Source: an optimization exercise on an open RTL-to-GDS flow (aim: small area and a short achievable clock period). Production flows keep margins and buffers that such runs may drop.
At most, simulation tests tie the RTL to the original design; equivalence was not proved.
Power figures rest on the tool's default switching activity, not on a simulated workload.

## ternary_matmul_top
module ternary_matmul_top (
    input  logic       clk,
    input  logic       reset,
    input  logic [7:0] weights_in,
    input  logic [7:0] activations_in,
    input  logic       compute,
    output logic [7:0] result_out
);
==> flow/config.mk <==
export PLATFORM = sky130hd
export DESIGN_NAME = ternary_matmul_top
export DESIGN_NICKNAME = ternary_matmul_top
export VERILOG_FILES = /design/flow/design.v
export SDC_FILE = /design/flow/constraint.sdc
export NUM_CORES = 4
export LEC_CHECK = 0
export CAP_MARGIN = 20
export CORE_MARGIN = 2
export CORE_UTILIZATION = 60
export CTS_CLUSTER_DIAMETER = 100
export CTS_CLUSTER_SIZE = 30
export SLEW_MARGIN = 20
==> flow/constraint.sdc <==
create_clock -name core_clock -period 14.0 [get_ports {clk}]
set_input_delay 2.8000 -clock core_clock [delete_from_list [all_inputs] [get_ports {clk}]]
set_output_delay 2.8000 -clock core_clock [all_outputs]
set_load 0.01 [all_outputs]
standard.sh (not shown) runs the stock make flow with config.mk's settings and CLKGATE_MAP_FILE= SYNTH_SCRIPT=/design/flow/synth_recipe.tcl, a recipe that flattens the netlist after the stock synthesis.
==> flow/flow/run.sh <==
#!/bin/bash
# Own layout flow: the standard steps (standard.sh), except that
#  - synthesis leaves out Yosys's full-adder extraction (ADDER_MAP_FILE
#    empty) and maps with flow/abc_area.script, a delay-targeted ABC
#    mapping with area recovery, in place of ORFS's ABC script
#    (flow/synth.tcl swaps the script; the registers are unchanged);
#  - ports are buffered with buf_4 cells and timing repair aims for a
#    larger setup margin.
# Each step's full output goes to its own log file here.
set -euo pipefail
export MY_ABC_SCRIPT=$PWD/flow/abc_area.script
bash standard.sh ADDER_MAP_FILE= SYNTH_SCRIPT=$PWD/flow/synth.tcl synth > synth.log 2>&1
bash standard.sh SETUP_SLACK_MARGIN=10.1 "BUFFER_PORTS_ARGS=-buffer_cell sky130_fd_sc_hd__buf_4" finish > layout.log 2>&1
==> flow/flow/abc_area.script <==
strash
dc2
dch
map -D 2250
topo
stime
==> flow/flow/synth.tcl <==
# The standard flow's synthesis script with ABC's mapping script replaced by the one
# named in MY_ABC_SCRIPT; everything else, registers included, is as in
# the standard synthesis.
proc synth {args} { yosys synth -nofsm -noshare {*}$args }
proc my_abc_args {name1 name2 op} {
  set i [lsearch -exact $::abc_args -script]
  if {$i >= 0 && [lindex $::abc_args [expr {$i + 1}]] ne $::env(MY_ABC_SCRIPT)} {
    set ::abc_args [lreplace $::abc_args [expr {$i + 1}] [expr {$i + 1}] $::env(MY_ABC_SCRIPT)]
  }
}
trace add variable ::abc_args write my_abc_args
source $::env(SCRIPTS_DIR)/synth.tcl
# left out here: clear keep_hierarchy, flatten, clean up, hide names made inside functions, write 1_2_yosys.v
The first run finished clean.
Then changed:
--- a/flow/flow/run.sh
+++ b/flow/flow/run.sh
@@ -13 +13 @@
-bash standard.sh SETUP_SLACK_MARGIN=10.1 "BUFFER_PORTS_ARGS=-buffer_cell sky130_fd_sc_hd__buf_4" finish > layout.log 2>&1
+bash standard.sh SETUP_SLACK_MARGIN=10 "BUFFER_PORTS_ARGS=-buffer_cell sky130_fd_sc_hd__buf_4" finish > layout.log 2>&1
Settings changed: PLACE_DENSITY set to 0.75.
After rerunning:
- The new run went through all stages and came out clean
- non-clock buffer count goes down by 3
- setup slack degrades by 0.0081 ns
- routed wire length goes down by 4.6%
- final cell count is about the same
Then changed:
Settings changed: CTS_BUF_LIST set to sky130_fd_sc_hd__clkbuf_8, CTS_CLUSTER_SIZE 30 to 20, PLACE_DENSITY 0.75 to unset.
Effect: Clock power went down by 10%. Design area is about the same. Via count went down by 0.50%. Synthesized cell count stays the same. Hold slack got worse by 0.0051 ns. Final cell count went up by about 0.5%. Global-route usage went up by 0.90 points.
Then changed:
Settings changed: CORE_UTILIZATION 60 to 65, CTS_BUF_LIST sky130_fd_sc_hd__clkbuf_8 to unset, CTS_CLUSTER_SIZE 20 to 30.
Effect:
- The new run finished clean
- setup slack improves by 0.098 ns
- global-route usage went up by 1.6 points
- sequential share of layout area hardly moves
- core utilization went up by 6.0 points
- wire length went down by 1.3%
- hold slack hardly moves
- combinational power is about the same
- final cell count went down by 2.3%
- via count hardly moves
- count of clock-buffer cells in the layout went down by 2
- clock power went up by about 12%
Then changed:
==> flow/flow/abc_area.script (replaced) <==
strash
dc2
dch
map -D 2500
topo
stime
Settings changed: CORE_UTILIZATION 65 to 40.
Result: Combinational power went up by about 2%. Sequential share of layout area falls by 1.1 points. Final cell count climbs by 10%.

---

Starting RTL as in the previous note.
Settings: LEC_CHECK=0, CAP_MARGIN=20, CORE_MARGIN=2, CORE_UTILIZATION=60, CTS_BUF_LIST=sky130_fd_sc_hd__clkbuf_4 sky130_fd_sc_hd__clkbuf_8 sky130_fd_sc_hd__clkbuf_16, CTS_CLUSTER_DIAMETER=100, CTS_CLUSTER_SIZE=30, SLEW_MARGIN=20; clock period 14.0 ns.
==> flow/flow/run.sh <==
#!/bin/bash
# Own layout flow: the standard steps (standard.sh), except that
#  - synthesis leaves out Yosys's full-adder extraction (ADDER_MAP_FILE
#    empty) and maps with flow/abc_area.script, a delay-targeted ABC
#    mapping with area recovery, in place of ORFS's ABC script
#    (flow/synth.tcl swaps the script; the registers are unchanged);
#  - ports are buffered with buf_4 cells and timing repair aims for a
#    larger setup margin.
# Each step's full output goes to its own log file here.
set -euo pipefail
export MY_ABC_SCRIPT=$PWD/flow/abc_area.script
bash standard.sh ADDER_MAP_FILE= SYNTH_SCRIPT=$PWD/flow/synth.tcl synth > synth.log 2>&1
bash standard.sh SETUP_SLACK_MARGIN=10 "BUFFER_PORTS_ARGS=-buffer_cell sky130_fd_sc_hd__buf_4" finish > layout.log 2>&1
==> flow/flow/abc_area.script <==
strash
dc2
dch
map -D 2250
topo
stime
Scripts as last shown in full above: flow/flow/synth.tcl
Change:
==> flow/flow/abc_area.script (replaced) <==
strash
dc2
dch
map -D 2000
topo
stime
- CORE_UTILIZATION: 60 -> 40
- CTS_BUF_LIST: sky130_fd_sc_hd__clkbuf_4 sky130_fd_sc_hd__clkbuf_8 sky130_fd_sc_hd__clkbuf_16 -> not set
Wire length goes up by a little under a tenth; non-clock buffer count goes down by 4; setup slack loses 0.020 ns; final cell count rises by roughly a tenth; register-to-register slack barely changes; worst hold slack is about the same; final area increases by a few percent.
Change:
==> flow/flow/abc_area.script (replaced) <==
strash
dc2
dch
map -D 2250
topo
stime
- CORE_UTILIZATION: 40 -> 60
- GPL_TIMING_DRIVEN: not set -> 1
After rerunning: The changed run ran to the end with no violations. Cell count came out lower by roughly a tenth. Core utilization climbs by 22 points. Register-to-register slack hardly moves. Synthesized cell count came out lower by a few percent. Worst setup slack improved by 0.022 ns. Design area is lower by a few percent.
Change:
==> flow/flow/abc_area.script (replaced) <==
strash
dch
map -D 2250
topo
stime
- CORE_UTILIZATION: 60 -> 40
- GPL_TIMING_DRIVEN: 1 -> not set
The changed run finished clean.
Design area grows by 1.5%.
First-iteration DRC count goes down by 18%.
Core utilization decreases by 22 points.
Wire length came out higher by 2.9%.
Fmax drops by 0.91%.
Area after synthesis rose by 0.88%.

---

## run 1
Another version of the RTL of ternary_matmul_top (not shown whole).
Size in the first run: roughly 2,200 cells after synthesis, ~550 flip-flops, about 22,000 um2 of cells after synthesis.
make LEC_CHECK=0 CAP_MARGIN=20 CORE_MARGIN=2 CORE_UTILIZATION=40 SLEW_MARGIN=20 finish   # period 14.0 ns
run.sh (not shown) runs the stock make flow with config.mk's settings and CLKGATE_MAP_FILE= SYNTH_SCRIPT=/design/flow/synth_recipe.tcl, a recipe that flattens the netlist after the stock synthesis.
Stock flow here: none of the scripts above is used.
For run 2, these inputs were changed with respect to run 1:
Settings: ABC_AREA newly set to 1.
- Diff run 1 -> run 2: slack of the worst reg-to-reg path now sits higher, met1 track utilization from global routing picked up an extra 0.91 points, wire length went down by about 5.6%, number of nets in the synthesized netlist climbed 10%.
Here is what was changed in the inputs of run 3 compared with run 2.
Settings: clearing ABC_AREA, which used to be 1.
==> flow/flow/run.sh (new file) <==
#!/bin/bash
# Own layout flow: the standard steps, except that synthesis maps
# with an area-oriented ABC script (flow/abc_area.script, see
# flow/synth.tcl) and leaves out Yosys's full-adder extraction, and
# timing repair aims for more setup margin.
set -euo pipefail
export MY_ABC_SCRIPT=$PWD/flow/abc_area.script
bash standard.sh ADDER_MAP_FILE= SYNTH_SCRIPT=$PWD/flow/synth.tcl synth > synth.log 2>&1
bash standard.sh SETUP_SLACK_MARGIN=10 finish > layout.log 2>&1
==> flow/flow/abc_area.script (new file) <==
strash
dch
map -a
topo
==> flow/flow/synth.tcl (new file) <==
# The standard flow's synthesis script with ABC's mapping script replaced by the one
# named in MY_ABC_SCRIPT; everything else, registers included, is as in
# the standard synthesis.
proc synth {args} { yosys synth -nofsm -noshare {*}$args }
proc my_abc_args {name1 name2 op} {
  set i [lsearch -exact $::abc_args -script]
  if {$i >= 0 && [lindex $::abc_args [expr {$i + 1}]] ne $::env(MY_ABC_SCRIPT)} {
    set ::abc_args [lreplace $::abc_args [expr {$i + 1}] [expr {$i + 1}] $::env(MY_ABC_SCRIPT)]
  }
}
trace add variable ::abc_args write my_abc_args
source $::env(SCRIPTS_DIR)/synth.tcl
# left out here: clear keep_hierarchy, flatten, clean up, hide names made inside functions, write 1_2_yosys.v
==> flow/standard.sh (new file) <==
#!/bin/bash
# synth_recipe.tcl (not shown) runs the flow's synth.tcl, then flattens the netlist and writes it again
# the make line also repeats each setting of config.mk as NAME=value (left out here)
make -C /OpenROAD-flow-scripts/flow DESIGN_CONFIG=/design/flow/config.mk WORK_HOME=/design/flow/orfs CLKGATE_MAP_FILE= SYNTH_SCRIPT=/design/flow/synth_recipe.tcl "${@:-finish}"
removed: flow/run.sh
### Flow results
- Run 3 vs run 2 — count of placed standard cells including taps rose about 10%.
- Re global-route met2 utilization: run 2 was lower than run 3.
- Diff run 2 and run 3: leakage dissipation higher in run 2
- Compared with run 2, in run 3 amount of wire on met2 after detailed routing moved up, per-cell via count in the routed design increased 6.2%, minimum clock period saw a decrease.
- Compared with run 2, in run 3 worst stage delay on the critical path down 0.42 ns; die area down 1.9%; layout net count up about 15%.
- What run 3 reported for final routed wirelength across all metal layers has to be multiplied by 0.78 to get the figure for run 2.
Edits applied to the flow inputs when going from run 3 to run 4:
==> flow/flow/abc_area.script <==
strash
dch
map -D 2000
topo
stime
Findings:
- The leading cell type in the layout, fill and taps excluded comes out nand2_1 in one run and dfxtp_1 in the other, namely in run 4 and run 3 respectively.
- Per the comparison of run 4 with run 3, post-detailed-routing wire length -about 9%; post-synthesis to final-layout area growth -13 points; adder and majority gate portion of the synthesized area ~0 delta.
- Run 4: die area about 2.8% above run 3
- Run 3 ended up with u_input_stager.fill_w0[5] as its critical path launch point; run 4 ended up with u_readout_queue.result_out[0].
No functional check of the RTL was part of any run of this note.

---

ternary_matmul_top with an RTL version that a note above also has.
For scale: ~2300 cells after synthesis, about 540 flip-flops.
export LEC_CHECK = 0
export CAP_MARGIN = 20
export CORE_MARGIN = 2
export CORE_UTILIZATION = 60
export CTS_CLUSTER_DIAMETER = 150
export CTS_CLUSTER_SIZE = 30
export SLEW_MARGIN = 20
create_clock -name core_clock -period 14.0 [get_ports {clk}]
standard.sh (not shown) runs the stock make flow with config.mk's settings and CLKGATE_MAP_FILE= SYNTH_SCRIPT=/design/flow/synth_recipe.tcl, a recipe that flattens the netlist after the stock synthesis.
==> flow/flow/run.sh <==
#!/bin/bash
# Own layout flow: the standard steps (standard.sh), except that
#  - synthesis leaves out Yosys's full-adder extraction (ADDER_MAP_FILE
#    empty) and maps with flow/abc_area.script, a delay-targeted ABC
#    mapping with area recovery, in place of ORFS's ABC script
#    (flow/synth.tcl swaps the script; the registers are unchanged);
#  - ports are buffered with buf_4 cells and timing repair aims for a
#    larger setup margin.
# Each step's full output goes to its own log file here.
set -euo pipefail
export MY_ABC_SCRIPT=$PWD/flow/abc_area.script
bash standard.sh ADDER_MAP_FILE= SYNTH_SCRIPT=$PWD/flow/synth.tcl synth > synth.log 2>&1
bash standard.sh SETUP_SLACK_MARGIN=10 "BUFFER_PORTS_ARGS=-buffer_cell sky130_fd_sc_hd__buf_4" finish > layout.log 2>&1
==> flow/flow/abc_area.script <==
strash
dc2
dch
map -D 2250
topo
stime
==> flow/flow/synth.tcl <==
# The standard flow's synthesis script with ABC's mapping script replaced by the one
# named in MY_ABC_SCRIPT; everything else, registers included, is as in
# the standard synthesis.
proc synth {args} { yosys synth -nofsm -noshare {*}$args }
proc my_abc_args {name1 name2 op} {
  set i [lsearch -exact $::abc_args -script]
  if {$i >= 0 && [lindex $::abc_args [expr {$i + 1}]] ne $::env(MY_ABC_SCRIPT)} {
    set ::abc_args [lreplace $::abc_args [expr {$i + 1}] [expr {$i + 1}] $::env(MY_ABC_SCRIPT)]
  }
}
trace add variable ::abc_args write my_abc_args
source $::env(SCRIPTS_DIR)/synth.tcl
# left out here: clear keep_hierarchy, flatten, clean up, hide names made inside functions, write 1_2_yosys.v
Change:
==> flow/flow/abc_area.script (replaced) <==
strash
dc2
dch
map -D 3000
topo
stime
- CORE_UTILIZATION: 60 -> 40
- CTS_CLUSTER_DIAMETER: 150 -> 100
What happened:
- The new run finished with timing, DRC and antenna clean
- final area came out higher by 5.3%
- core utilization went down by 20 points
- cell count came out higher by 12%
- sequential share of layout area drops by 2.5 points
- worst setup slack got worse by 0.19 ns
- clock-buffer cell count grows by 1
- hold slack is better by 0.0095 ns
- wire length is higher by 7.1%
- power goes up by 2.7%
- via count rose by 2.1%
- register-to-register slack degrades by 0.31 ns
Change:
==> flow/flow/abc_area.script (replaced) <==
strash
dch
map -D 1750
topo
stime
After rerunning:
- global-route usage rose by 0.71 points
- critical path depth falls by 22
- die area rose by a little under a tenth
- non-clock buffer count is lower by 53
- cell area went up by a few percent
- setup slack improved by 0.16 ns
- total power increases by a few percent
- core utilization went down by 2.4 points
- clock skew is higher by 0.011 ns
- sequential power is about the same
- wire length goes up by roughly a tenth
Change:
==> flow/flow/abc_area.script (replaced) <==
strash
dc2
dch
map -D 2250
topo
stime
- CORE_UTILIZATION: 40 -> 75
The new run produced a clean layout.
Worst setup slack gets worse by 0.018 ns.
Routed wire length goes down by roughly a tenth.
Cell area goes down by a little under a tenth.
Clock skew goes down by 0.0036 ns.
Global-route usage goes up by 12 points.

---

ternary_matmul_top again, from the RTL that the note above started with.
==> flow/config.mk <==
export PLATFORM = sky130hd
export DESIGN_NAME = ternary_matmul_top
export DESIGN_NICKNAME = ternary_matmul_top
export VERILOG_FILES = /design/flow/design.v
export SDC_FILE = /design/flow/constraint.sdc
export NUM_CORES = 4
export LEC_CHECK = 0
export CAP_MARGIN = 20
export CORE_MARGIN = 2
export CORE_UTILIZATION = 60
export CTS_CLUSTER_DIAMETER = 60
export CTS_CLUSTER_SIZE = 30
export SLEW_MARGIN = 20
==> flow/constraint.sdc <==
create_clock -name core_clock -period 14.0 [get_ports {clk}]
set_input_delay 2.8000 -clock core_clock [delete_from_list [all_inputs] [get_ports {clk}]]
set_output_delay 2.8000 -clock core_clock [all_outputs]
set_load 0.01 [all_outputs]
==> flow/flow/abc_area.script <==
strash
dc2
dch
map -D 2250
topo
stime
Scripts as last shown in full above: flow/flow/run.sh, flow/flow/synth.tcl
Change:
--- a/flow/config.mk
+++ b/flow/config.mk
@@ -11,2 +11,2 @@
-export CTS_CLUSTER_DIAMETER = 60
-export CTS_CLUSTER_SIZE = 30
+export CTS_CLUSTER_DIAMETER = 100
+export CTS_CLUSTER_SIZE = 34
Result:
- clock skew goes down by 0.0063 ns
- power goes down by roughly a tenth
- via count decreases slightly
- routed wire length fell slightly
- sequential power stays flat
- first-iteration DRC count is higher by a few percent
- combinational power stays flat
- non-clock buffer count shrinks by 2
- synthesized area does not change
Change:
--- a/flow/config.mk
+++ b/flow/config.mk
@@ -12 +12 @@
-export CTS_CLUSTER_SIZE = 34
+export CTS_CLUSTER_SIZE = 25
Worst setup slack improves by 0.010 ns.
Final area is higher by 0.64%.
Maximum frequency hardly moves.
Change:
--- a/flow/config.mk
+++ b/flow/config.mk
@@ -10 +10 @@
-export CORE_UTILIZATION = 60
+export CORE_UTILIZATION = 50
@@ -12 +12 @@
-export CTS_CLUSTER_SIZE = 25
+export CTS_CLUSTER_SIZE = 30
=> Utilization drops by 11 points. Synthesized cell count is unchanged. Clock skew barely changes. Clock-buffer cell count came out lower by 5. Critical path depth does not change. Cell area hardly moves.

-- separate check: timing with driven ports --
In the flow no input, the clock included, has a driving cell. The finished layouts below were timed again as built, in two steps. Step 1 (the two cells are an assumption about what drives the block):
set clk [get_ports {clk}]
set_driving_cell -lib_cell sky130_fd_sc_hd__clkbuf_16 $clk
set_driving_cell -lib_cell sky130_fd_sc_hd__buf_2 [delete_from_list [all_inputs] $clk]
Step 2 times the ports against the registers' clock, not the clock port: input delays grow and output delays shrink by t, the midpoint of the rising clock arrivals with the driver on. a / b / c = ideal ports / drivers / drivers and shift; a / b = the first two.
run | t (ns) | setup slack, ns | worst slew at a driven data input, ns
the first run of note 1 | 0.589 | 10.191 / 10.137 / 9.747 | 0.03
the second run of note 1 | 0.584 | 10.183 / 10.135 / 9.626 | 0.04
the third run of note 1 | 0.682 | 10.097 / 10.045 / 9.600 | 0.03
the fourth run of note 1 | 0.593 | 10.195 / 10.141 / 9.738 | 0.04
the fifth run of note 1 | 0.601 | 10.162 / 10.108 / 9.674 | 0.07
the first run of note 2 | 0.587 | 10.200 / 10.148 / 9.725 | 0.03
the second run of note 2 | 0.621 | 10.180 / 10.120 / 9.637 | 0.07
the third run of note 2 | 0.589 | 10.202 / 10.149 / 9.739 | 0.03
the fourth run of note 2 | 0.613 | 10.167 / 10.112 / 9.635 | 0.04
run 1 | 0.657 | 7.449 / 7.449 / 7.449 | 0.09
run 2 | 0.647 | 8.159 / 8.159 / 8.086 | 0.04
run 3 | 0.664 | 9.043 / 9.043 / 9.043 | 0.05
run 4 | 0.655 | 10.049 / 9.995 / 9.516 | 0.06
the first run of note 4 | 0.589 | 10.202 / 10.149 / 9.739 | 0.03
the second run of note 4 | 0.617 | 10.017 / 10.017 / 9.717 | 0.07
the third run of note 4 | 0.625 | 10.174 / 10.116 / 9.685 | 0.04
the fourth run of note 4 | 0.591 | 10.155 / 10.105 / 9.615 | 0.04
the first run of note 5 | 0.579 | 10.206 / 10.153 / 9.656 | 0.03
the second run of note 5 | 0.594 | 10.152 / 10.131 / 9.580 | 0.03
the third run of note 5 | 0.615 | 10.162 / 10.108 / 9.625 | 0.03
the fourth run of note 5 | 0.600 | 10.202 / 10.146 / 9.815 | 0.03
After both steps every run listed still meets setup and hold. For the second run of note 5, which loses most, drivers alone change the setup slack by -0.021 ns; drivers and shift together by -0.572 ns.
